From an optimization exercise on the open Yosys and OpenROAD flow, aimed at small area, a short achievable clock period and few clock cycles; shortcuts taken in it are not production practice.
Function was checked by simulation only, so behaviour that the tests miss may differ from the original.
No activity file was given, so power comes from the tool's default toggle rates.

===== flow/config.mk =====
export PLATFORM = sky130hd
export DESIGN_NAME = save_slot_pacer_top
export DESIGN_NICKNAME = save_slot_pacer_top
export VERILOG_FILES = /design/flow/design.v
export SDC_FILE = /design/flow/constraint.sdc
export NUM_CORES = 4
export LEC_CHECK = 0
export CAP_MARGIN = 20
export CORE_MARGIN = 2
export CORE_UTILIZATION = 40
export SLEW_MARGIN = 20

===== flow/constraint.sdc =====
create_clock -name core_clock -period 8.0 [get_ports {clk}]
set_input_delay 1.6000 -clock core_clock [delete_from_list [all_inputs] [get_ports {clk}]]
set_output_delay 1.6000 -clock core_clock [all_outputs]
set_load 0.01 [all_outputs]

===== flow/design.v =====
package ssp_pkg;
	localparam int STEP_W  = 10;
	localparam int CAP_W   = 16;
	localparam int K_W     = 12;
	localparam int PROD_W  = STEP_W + K_W;
	localparam int CNT16_W = 16;
	localparam int ACC_W   = 17;
	localparam int SLOT_W  = 32;
	localparam int PEND_W  = 5;
	localparam int DIVC_W  = $clog2(PROD_W + 1);
	localparam int IN_W    = 80;
	localparam int OUT_W   = 72;
	localparam int APB_AW  = 3;
	localparam logic [1:0] OP_TICK  = 2'd0;
	localparam logic [1:0] OP_RAISE = 2'd1;
	localparam logic [1:0] OP_SKIP  = 2'd2;
	localparam logic [1:0] OP_NOP   = 2'd3;
	localparam logic REG_STEP_MS  = 1'b0;
	localparam logic REG_DIFF_CAP = 1'b1;
	localparam logic [STEP_W-1:0] STEP_MS_RST  = 10'd120;
	localparam logic [CAP_W-1:0]  DIFF_CAP_RST = 16'd60000;
	typedef struct packed {
		logic push;
		logic pop;
		logic clear;
	} ssp_qcmd_t;
	function automatic logic [K_W-1:0] tier_k(input logic [CNT16_W-1:0] count);
		if (count <= 16'd1500)      tier_k = 12'd1000;
		else if (count <= 16'd2500) tier_k = 12'd1500;
		else if (count <= 16'd2750) tier_k = 12'd2000;
		else if (count <= 16'd3000) tier_k = 12'd3000;
		else if (count <= 16'd3250) tier_k = 12'd3500;
		else                        tier_k = 12'd4000;
	endfunction
endpackage
module ssp_div (
	input  logic                            clk,
	input  logic                            arst_n,
	input  logic                            start,
	input  logic [ssp_pkg::PROD_W-1:0]      dividend,
	input  logic [ssp_pkg::CNT16_W-1:0]     divisor,
	output logic                            done,
	output logic [ssp_pkg::PROD_W-1:0]      quotient
);
	logic                           busy_q;
	logic                           done_q;
	logic [ssp_pkg::DIVC_W-1:0]     cnt_q;
	logic [ssp_pkg::CNT16_W-1:0]    rem_q;
	logic [ssp_pkg::PROD_W-1:0]     quo_q;
	logic [ssp_pkg::CNT16_W:0]      shifted;
	logic                           fits;
	assign shifted = {rem_q, quo_q[ssp_pkg::PROD_W-1]};
	assign fits    = shifted >= {1'b0, divisor};
	always_ff @(posedge clk or negedge arst_n) begin
		if (!arst_n) begin
			busy_q <= 1'b0;
			done_q <= 1'b0;
			cnt_q  <= '0;
		end else begin
			done_q <= 1'b0;
			if (start) begin
				busy_q <= 1'b1;
				cnt_q  <= ssp_pkg::DIVC_W'(ssp_pkg::PROD_W);
			end else if (busy_q) begin
				cnt_q <= cnt_q - 1'b1;
				if (cnt_q == ssp_pkg::DIVC_W'(1)) begin
					busy_q <= 1'b0;
					done_q <= 1'b1;
				end
			end
		end
	end
	always_ff @(posedge clk) begin
		if (start) begin
			rem_q <= '0;
			quo_q <= dividend;
		end else if (busy_q) begin
			rem_q <= fits ? ssp_pkg::CNT16_W'(shifted - {1'b0, divisor})
			              : shifted[ssp_pkg::CNT16_W-1:0];
			quo_q <= {quo_q[ssp_pkg::PROD_W-2:0], fits};
		end
	end
	assign done     = done_q;
	assign quotient = quo_q;
endmodule
module ssp_queue #(
	parameter int DEPTH = 16
) (
	input  logic                          clk,
	input  logic                          arst_n,
	input  ssp_pkg::ssp_qcmd_t            cmd,
	input  logic [ssp_pkg::SLOT_W-1:0]    push_data,
	output logic [ssp_pkg::SLOT_W-1:0]    head_data,
	output logic [$clog2(DEPTH+1)-1:0]    count
);
	localparam int IDX_W = $clog2(DEPTH);
	localparam int CNT_W = $clog2(DEPTH + 1);
	localparam int SUM_W = IDX_W + 1;
	logic [ssp_pkg::SLOT_W-1:0] mem_q [DEPTH];
	logic [ssp_pkg::SLOT_W-1:0] rd_q;
	logic [IDX_W-1:0]           head_q;
	logic [CNT_W-1:0]           count_q;
	logic [SUM_W-1:0]           tail_sum;
	logic [SUM_W-1:0]           tail_wrap;
	logic [IDX_W-1:0]           tail;
	assign tail_sum  = SUM_W'(head_q) + SUM_W'(count_q);
	assign tail_wrap = (tail_sum >= SUM_W'(DEPTH)) ? tail_sum - SUM_W'(DEPTH) : tail_sum;
	assign tail      = tail_wrap[IDX_W-1:0];
	always_ff @(posedge clk or negedge arst_n) begin
		if (!arst_n) begin
			head_q  <= '0;
			count_q <= '0;
		end else if (cmd.clear) begin
			head_q  <= '0;
			count_q <= '0;
		end else if (cmd.push) begin
			count_q <= count_q + 1'b1;
		end else if (cmd.pop) begin
			head_q  <= (head_q == IDX_W'(DEPTH - 1)) ? '0 : head_q + 1'b1;
			count_q <= count_q - 1'b1;
		end
	end
	always_ff @(posedge clk) begin
		if (cmd.push) begin
			mem_q[tail] <= push_data;
		end
		rd_q <= mem_q[head_q];
	end
	assign head_data = rd_q;
	assign count     = count_q;
endmodule
module save_slot_pacer_top #(
	parameter int SKIP_DEPTH = 16
) (
	input  logic                         clk,
	input  logic                         arst_n,
	input  logic                         psel,
	input  logic                         penable,
	input  logic                         pwrite,
	input  logic [ssp_pkg::APB_AW-1:0]   paddr,
	input  logic [31:0]                  pwdata,
	output logic [31:0]                  prdata,
	output logic                         pready,
	input  logic                         s_tvalid,
	output logic                         s_tready,
	input  logic [ssp_pkg::IN_W-1:0]     s_tdata,
	input  logic [1:0]                   s_tuser,
	output logic                         m_tvalid,
	input  logic                         m_tready,
	output logic [ssp_pkg::OUT_W-1:0]    m_tdata
);
	localparam int CNT_W  = $clog2(SKIP_DEPTH + 1);
	localparam int SLOT_W = ssp_pkg::SLOT_W;
	localparam int ACC_W  = ssp_pkg::ACC_W;
	localparam int PROD_W = ssp_pkg::PROD_W;
	localparam logic [3:0] ST_IDLE   = 4'd0;
	localparam logic [3:0] ST_EXEC   = 4'd1;   
	localparam logic [3:0] ST_T1     = 4'd2;   
	localparam logic [3:0] ST_DSTART = 4'd3;
	localparam logic [3:0] ST_DIV    = 4'd4;
	localparam logic [3:0] ST_TEST   = 4'd5;   
	localparam logic [3:0] ST_ADV    = 4'd6;   
	localparam logic [3:0] ST_CHK    = 4'd7;   
	localparam logic [3:0] ST_RD     = 4'd8;   
	localparam logic [3:0] ST_UPD    = 4'd9;   
	localparam logic [3:0] ST_OUT    = 4'd10;
	logic [3:0]                    state_q;
	logic [ssp_pkg::STEP_W-1:0]    step_ms_q;
	logic [ssp_pkg::CAP_W-1:0]     diff_cap_q;
	logic                          cfg_wr;
	logic [1:0]                    op_q;
	logic [15:0]                   elapsed_q;
	logic [ssp_pkg::CNT16_W-1:0]   clients_q;
	logic [15:0]                   amount_q;
	logic [SLOT_W-1:0]             skip_val_q;
	logic [SLOT_W-1:0]             ctr_q;
	logic [SLOT_W-1:0]             ceil_q;
	logic [ACC_W-1:0]              acc_q;
	logic                          gt_q;
	logic [SLOT_W-1:0]             diff_q;
	logic [PROD_W-1:0]             prod_q;
	logic [PROD_W-1:0]             interval_q;
	logic                          dropped_q;
	logic                          m_tvalid_q;
	logic [ssp_pkg::OUT_W-1:0]     m_tdata_q;
	logic                          in_acc;
	logic                          out_load;
	logic [ACC_W:0]                acc_sum;
	logic [ACC_W-1:0]              acc_sat;
	logic [SLOT_W-1:0]             addend;
	logic [ACC_W-1:0]              acc_sub;
	logic [ACC_W-1:0]              acc_capped;
	logic                          head_le;
	logic                          skip_full;
	logic                          div_done;
	logic [PROD_W-1:0]             div_q;
	ssp_pkg::ssp_qcmd_t            qcmd;
	logic [SLOT_W-1:0]             head_data;
	logic [CNT_W-1:0]              skip_cnt;
	assign pready = 1'b1;
	assign cfg_wr = psel & penable & pwrite & pready;
	always_comb begin
		case (paddr[2])
			ssp_pkg::REG_STEP_MS:  prdata = 32'(step_ms_q);
			ssp_pkg::REG_DIFF_CAP: prdata = 32'(diff_cap_q);
			default:               prdata = '0;
		endcase
	end
	always_ff @(posedge clk or negedge arst_n) begin
		if (!arst_n) begin
			step_ms_q  <= ssp_pkg::STEP_MS_RST;
			diff_cap_q <= ssp_pkg::DIFF_CAP_RST;
		end else if (cfg_wr) begin
			case (paddr[2])
				ssp_pkg::REG_STEP_MS:  step_ms_q  <= pwdata[ssp_pkg::STEP_W-1:0];
				ssp_pkg::REG_DIFF_CAP: diff_cap_q <= pwdata[ssp_pkg::CAP_W-1:0];
				default: ;
			endcase
		end
	end
	assign s_tready = (state_q == ST_IDLE);
	assign in_acc   = s_tvalid & s_tready;
	assign out_load = (state_q == ST_OUT) && (!m_tvalid_q || m_tready);
	assign acc_sum    = {1'b0, acc_q} + (ACC_W + 1)'(elapsed_q);
	assign acc_sat    = acc_sum[ACC_W] ? '1 : acc_sum[ACC_W-1:0];
	assign addend     = SLOT_W'(clients_q) + SLOT_W'(skip_cnt);
	assign acc_sub    = acc_q - interval_q[ACC_W-1:0];
	assign acc_capped = (acc_sub > ACC_W'(diff_cap_q)) ? ACC_W'(diff_cap_q) : acc_sub;
	assign head_le    = (skip_cnt != '0) && (head_data <= ctr_q);
	assign skip_full  = (skip_cnt == CNT_W'(SKIP_DEPTH));
	always_comb begin
		qcmd.push  = (state_q == ST_EXEC) && (op_q == ssp_pkg::OP_SKIP) && !skip_full;
		qcmd.pop   = (state_q == ST_CHK) && head_le;
		qcmd.clear = (state_q == ST_T1) && gt_q && (clients_q == '0);
	end
	ssp_div u_div (
		.clk      (clk),
		.arst_n   (arst_n),
		.start    (state_q == ST_DSTART),
		.dividend (prod_q),
		.divisor  (clients_q),
		.done     (div_done),
		.quotient (div_q)
	);
	ssp_queue #(
		.DEPTH (SKIP_DEPTH)
	) u_queue (
		.clk       (clk),
		.arst_n    (arst_n),
		.cmd       (qcmd),
		.push_data (skip_val_q),
		.head_data (head_data),
		.count     (skip_cnt)
	);
	always_ff @(posedge clk or negedge arst_n) begin
		if (!arst_n) begin
			state_q    <= ST_IDLE;
			ctr_q      <= '0;
			ceil_q     <= '0;
			acc_q      <= '0;
			m_tvalid_q <= 1'b0;
		end else begin
			if (out_load) begin
				m_tvalid_q <= 1'b1;
			end else if (m_tready) begin
				m_tvalid_q <= 1'b0;
			end
			case (state_q)
				ST_IDLE: begin
					if (in_acc) begin
						state_q <= ST_EXEC;
					end
				end
				ST_EXEC: begin
					if (op_q == ssp_pkg::OP_TICK) begin
						state_q <= ST_T1;
					end else begin
						if (op_q == ssp_pkg::OP_RAISE) begin
							ceil_q <= ceil_q + SLOT_W'(amount_q);
						end
						state_q <= ST_OUT;
					end
				end
				ST_T1: begin
					if (!gt_q) begin
						state_q <= ST_OUT;
					end else if (clients_q == '0) begin
						ctr_q   <= '0;
						ceil_q  <= '0;
						acc_q   <= '0;
						state_q <= ST_OUT;
					end else begin
						if (diff_q > addend) begin
							ceil_q <= ctr_q + addend;
						end
						acc_q   <= acc_sat;
						state_q <= ST_DSTART;
					end
				end
				ST_DSTART: begin
					state_q <= ST_DIV;
				end
				ST_DIV: begin
					if (div_done) begin
						state_q <= ST_TEST;
					end
				end
				ST_TEST: begin
					state_q <= (PROD_W'(acc_q) >= interval_q) ? ST_ADV : ST_OUT;
				end
				ST_ADV: begin
					ctr_q   <= ctr_q + 1'b1;
					state_q <= ST_CHK;
				end
				ST_CHK: begin
					if (head_le) begin
						ctr_q   <= ctr_q + 1'b1;
						state_q <= ST_RD;
					end else begin
						state_q <= ST_UPD;
					end
				end
				ST_RD: begin
					state_q <= ST_CHK;
				end
				ST_UPD: begin
					if (ctr_q > ceil_q) begin
						acc_q   <= '0;
						state_q <= ST_OUT;
					end else begin
						acc_q   <= acc_capped;
						state_q <= ST_TEST;
					end
				end
				ST_OUT: begin
					if (out_load) begin
						state_q <= ST_IDLE;
					end
				end
				default: begin
					state_q <= ST_IDLE;
				end
			endcase
		end
	end
	always_ff @(posedge clk) begin
		if (in_acc) begin
			op_q       <= s_tuser;
			elapsed_q  <= s_tdata[15:0];
			clients_q  <= s_tdata[31:16];
			amount_q   <= s_tdata[47:32];
			skip_val_q <= s_tdata[79:48];
			dropped_q  <= 1'b0;
		end
		if (state_q == ST_EXEC) begin
			gt_q   <= ceil_q > ctr_q;
			diff_q <= ceil_q - ctr_q;
			if ((op_q == ssp_pkg::OP_SKIP) && skip_full) begin
				dropped_q <= 1'b1;
			end
		end
		if (state_q == ST_T1) begin
			prod_q <= PROD_W'(step_ms_q) * PROD_W'(ssp_pkg::tier_k(clients_q));
		end
		if ((state_q == ST_DIV) && div_done) begin
			interval_q <= (div_q == '0) ? PROD_W'(1) : div_q;
		end
		if (out_load) begin
			m_tdata_q <= {2'b00, dropped_q, ssp_pkg::PEND_W'(skip_cnt), ceil_q, ctr_q};
		end
	end
	assign m_tvalid = m_tvalid_q;
	assign m_tdata  = m_tdata_q;
endmodule

===== flow/run.sh =====
#!/bin/bash
# synth_recipe.tcl (not shown) runs the flow's synth.tcl, then flattens the netlist and writes it again
# the make line also repeats each setting of config.mk as NAME=value (left out here)
make -C /OpenROAD-flow-scripts/flow DESIGN_CONFIG=/design/flow/config.mk WORK_HOME=/design/flow/orfs CLKGATE_MAP_FILE= SYNTH_SCRIPT=/design/flow/synth_recipe.tcl finish

==> notes.md <==
-- registers in the layout, summed over array words and instances (netlist names), 17 cells and up --
signal and count:
ceil_q 32, m_tdata_q 70, acc_q 17, u_queue.rd_q 32, u_queue.mem_q 512, diff_q 32
skip_val_q 32, ctr_q 32, u_div.quo_q 22, prod_q 20, interval_q 22
-- report_power, final --
group          switching (mW)  internal [mW]  total [mW]  leakage [nW]
clock network            2.02           2.74        4.76          1.66
registers               0.657           6.33        6.98          8.97
logic                    4.70           3.65        8.35          9.53
-- per-layer routing --
layer / share of wire / track usage / vias up / wire, um
met3: 0.055 / 0.02662 / 154 / 6483
met2: 0.46 / 0.3106 / 859 / 54660
met1: 0.46 / 0.2839 / 14912 / 55050
met4: 0.023 / 0.05240 / 0 / 2751
li1: - / - / 14071 / -
met5: 0 / 0 / - / 0
-- layout by cell type, fill, tap and decap left out, types with 41 or more instances in the layout --
cell	instances
edfxtp_1	761
nand2_1	306
ha_1	249
inv_1	217
a21oi_1	208
clkdlybuf4s50_1	192
nor2_1	170
o21ai_0	164
mux2i_1	147
dfrtp_1	114
xnor2_1	108
clkbuf_16	101
fa_1	71
mux4_2	64
a21o_1	58
nand3_1	57
nor3_1	55
buf_4	50
dfxtp_1	49
mux2_2	48
nand4_1	43
a22oi_1	41
-- kinds of logic (layout without fill, tap and decap cells) --
group                      after synthesis  in the layout  share of synthesized area
AOI/OAI and AO/OA                      737            737                     0.1017
xor gates and xnor gates               148            148                    0.02773
adders and majority gates              320            320                    0.09704
buffers and inverters                  383            653                    0.03251
DFF                                    938            938                     0.5786
muxes                                  259            259                    0.07386
other                                    2             20                  0.0001606
and+or+nand+nor                        865            865                    0.08839
-- per-stage QoR --
step | utilization | instance area, um^2
6_report | 0.4648 | 53940
5_1_grt | 0.4648 | 53940
4_1_cts | 0.4646 | 53920
3_5_place_dp | 0.4351 | 50490
3_3_place_gp | 0.4351 | 50490
2_1_floorplan | - | 46820
-- path summary, 6_finish.rpt --
check                                        start                      end  slack [ns]  depth (start not counted)
max                        clients_q[13]$_DFFE_PP_     prod_q[21]$_DFFE_PP_        0.79                         26
min                              dropped_q$_DFF_P_  m_tdata_q[69]$_DFFE_PP_        0.43                          0
max reg2reg                clients_q[13]$_DFFE_PP_     prod_q[21]$_DFFE_PP_        0.79                         26
min reg2reg                      dropped_q$_DFF_P_  m_tdata_q[69]$_DFFE_PP_        0.43                          0
max in group asynchronous                   arst_n    ctr_q[30]$_DFFE_PN0P_        6.07                          2
min in group asynchronous                   arst_n   m_tvalid_q$_DFFE_PN0P_        0.82                          1
-- cell type report --
class | instances | area [um^2] | area share
tap | 1524 | 1907 | 0.03535
sequential | 938 | 27060 | 0.5016
clock inverter | 65 | 735.7 | 0.01364
antenna | 1 | 2.502 | 0.00004639
timing repair buffer | 244 | 2323 | 0.04307
multi-input combinational | 2348 | 18410 | 0.3412
clock buffer | 126 | 2691 | 0.04989
inverter | 218 | 818.3 | 0.01517
-- critical path, stage by stage, from the launching register on --
cell and delay, ns:
edfxtp_1 0.45, or4_4 0.55, or3_4 0.39, o41ai_2 0.28, o21ai_1 0.11, buf_4 0.18
and2_1 0.16, buf_4 0.17, nand2b_1 0.17, fa_1 0.49, inv_1 0.05, fa_1 0.49
inv_1 0.05, fa_1 0.46, fa_1 0.54, inv_1 0.05, fa_1 0.47, ha_1 0.25
nor3_1 0.23, o2111ai_1 0.20, a31oi_1 0.25, a21oi_1 0.11, a21oi_1 0.23, o21bai_1 0.09
a21oi_1 0.26, a21oi_1 0.13, xnor2_1 0.14
==> impl_metrics.csv <==
group,metric,value,unit
timing,relSlewSlack,0.3116,
synthesis,yosysTopAreaCell,"edfxtp_1",
setup_path,crit_path_max_fanout,12,
synthesis,yosys_warnings,3,
timing,setup_viol,0,
clock_network,ctsHoldBuffers,0,
clock_network,cts_made_buffers,101,
timing,max_freq,138.8,MHz
timing,tightestPinTransition,1.033,ns
hold_path,hold_class,"reg -> reg",
die,die_h,345.9,um
detailed_routing,routed_wl,118.9,mm
status,outcome,"no timing/DRC/antenna violations",
synthesis,synth_edf_count,761,
detailed_routing,vias,29996,
pwr,power.density,372.6,mW/mm^2
setup_path,path_class,"reg -> reg",
placement,dpl.cell_count,5271,
global_routing,grt_pass1_vias,29212,
placement,dp_hpwl,80.06,mm
pwr,leakage,20.16,nW
placement,gp_congestion,0.9121,
timing,fin_crit_sh,0.9009,
die,fp-row-count,125,
clock_network,cts_buffer_depth,3,
timing,hold_violations,0,
synthesis,async_flop_share,0.1365,
timing,worst_clock_skew,0.04944,ns
timing,layout_setup_ws,0.7928,ns
global_routing,globalRoute.totalOverflow,0,
run,drv_cap,0,
timing,worst_hold_slack,0.4329,ns
timing,fin_tns_setup,0,ns
clock_network,cts_setup_buffers,0,
setup_path,critPathArrivalTime,7.66,ns
synthesis,synth-seq-cells,938,
die,die-area,0.1196,mm^2
timing,report.final.slew_viol_count,0,
timing,min_period,7.207,ns
clock_network,post_cts_resized,0,
global_routing,grt_pass1_wl,179.8,mm
synthesis,syn_inst,3652,
synthesis,synth-seq-area-share,0.5786,
synthesis,synth_common_cells,"edfxtp_1, nand2_1, ha_1",
pwr,vdd_ir_drop_max,0.3620,mV
setup_path,critPathCaptureType,"register",
layout,drive_gt1_frac,0.09850,
detailed_routing,vias_per_cell,5.490,
layout,fin_nets,4295,
synthesis,avgSynthCellArea,12.80,um^2
synthesis,syn_area,0.04675,mm^2
clock_network,clock_latency,0.71,ns
layout,area_growth,15.38,%
synthesis,synth_top_area_share,0.4888,
timing,rsz0062_at_grt,"false",
die,core,0.1160,mm^2
die,start_util,0.4029,
clock_network,cts_max_level,3,
detailed_routing,wl_per_cell,21.77,um
global_routing,antenna_found_initial,6,
clock_network,cts_sinks,938,
synthesis,synth_cell_type_count,82,
clock_network,cts_tree,"built",
synthesis,synthTopCellsByArea,"edfxtp_1, ha_1, dfrtp_1, mux2i_1, mux4_2",
layout,fillCellCount,10347,
layout,instances_no_fill,5464,
setup_path,startpoint_type,"register",
global_routing,grt_max_degree,70,
placement,io_buffers,193,
die,num_io_pins,231,
global_routing,grtUsageTotal,0.1963,
clock_network,root_buffer,"clkbuf_16",
synthesis,synth_most_common_cell,"edfxtp_1",
die,die_w,345.9,um
placement,place_ws,0.7701,ns
detailed_routing,firstDrtPassIters,5,
synthesis,synth_ff_type,"edfxtp_1",
pwr,total_power,20.10,mW
clock_network,clkTransAtPathRegs,0.07,ns
detailed_routing,route.detailed.drc,0,
detailed_routing,first_iter_violations,2383,
detailed_routing,postRouteAntennaNets,0,
setup_path,cp.required,8.45,ns
Testbench counts, summed over its fixed seeds: cycles 128,740.

[afterwards: timing with drivers on the ports]
No port has a modelled driver above. Below, the same layout with a new extraction and two added sets of constraints. Step 1, drivers: a clkbuf_16 drives clk and a buf_2 each remaining input, both assumed. Step 2 moves the port delays by t, midway between the first and last clock arrival at a register: inputs arrive t later, outputs are due t later. That takes back most of the time a late clock gives input paths. a / b / c = ideal ports / drivers / drivers and shift; a / b = the first two.
t, ns: 0.758
setup WS [ns]: 0.793 / 0.793 / 0.793
hold WS [ns]: 0.433 / 0.433 / 0.433
worst register clock-pin slew, ns: 0.07 / 0.07
cell pins on the clock port's net: 1
After both steps this run still meets setup and hold. For this run, drivers alone change the setup slack by 0.000 ns; drivers and shift together by 0.000 ns.
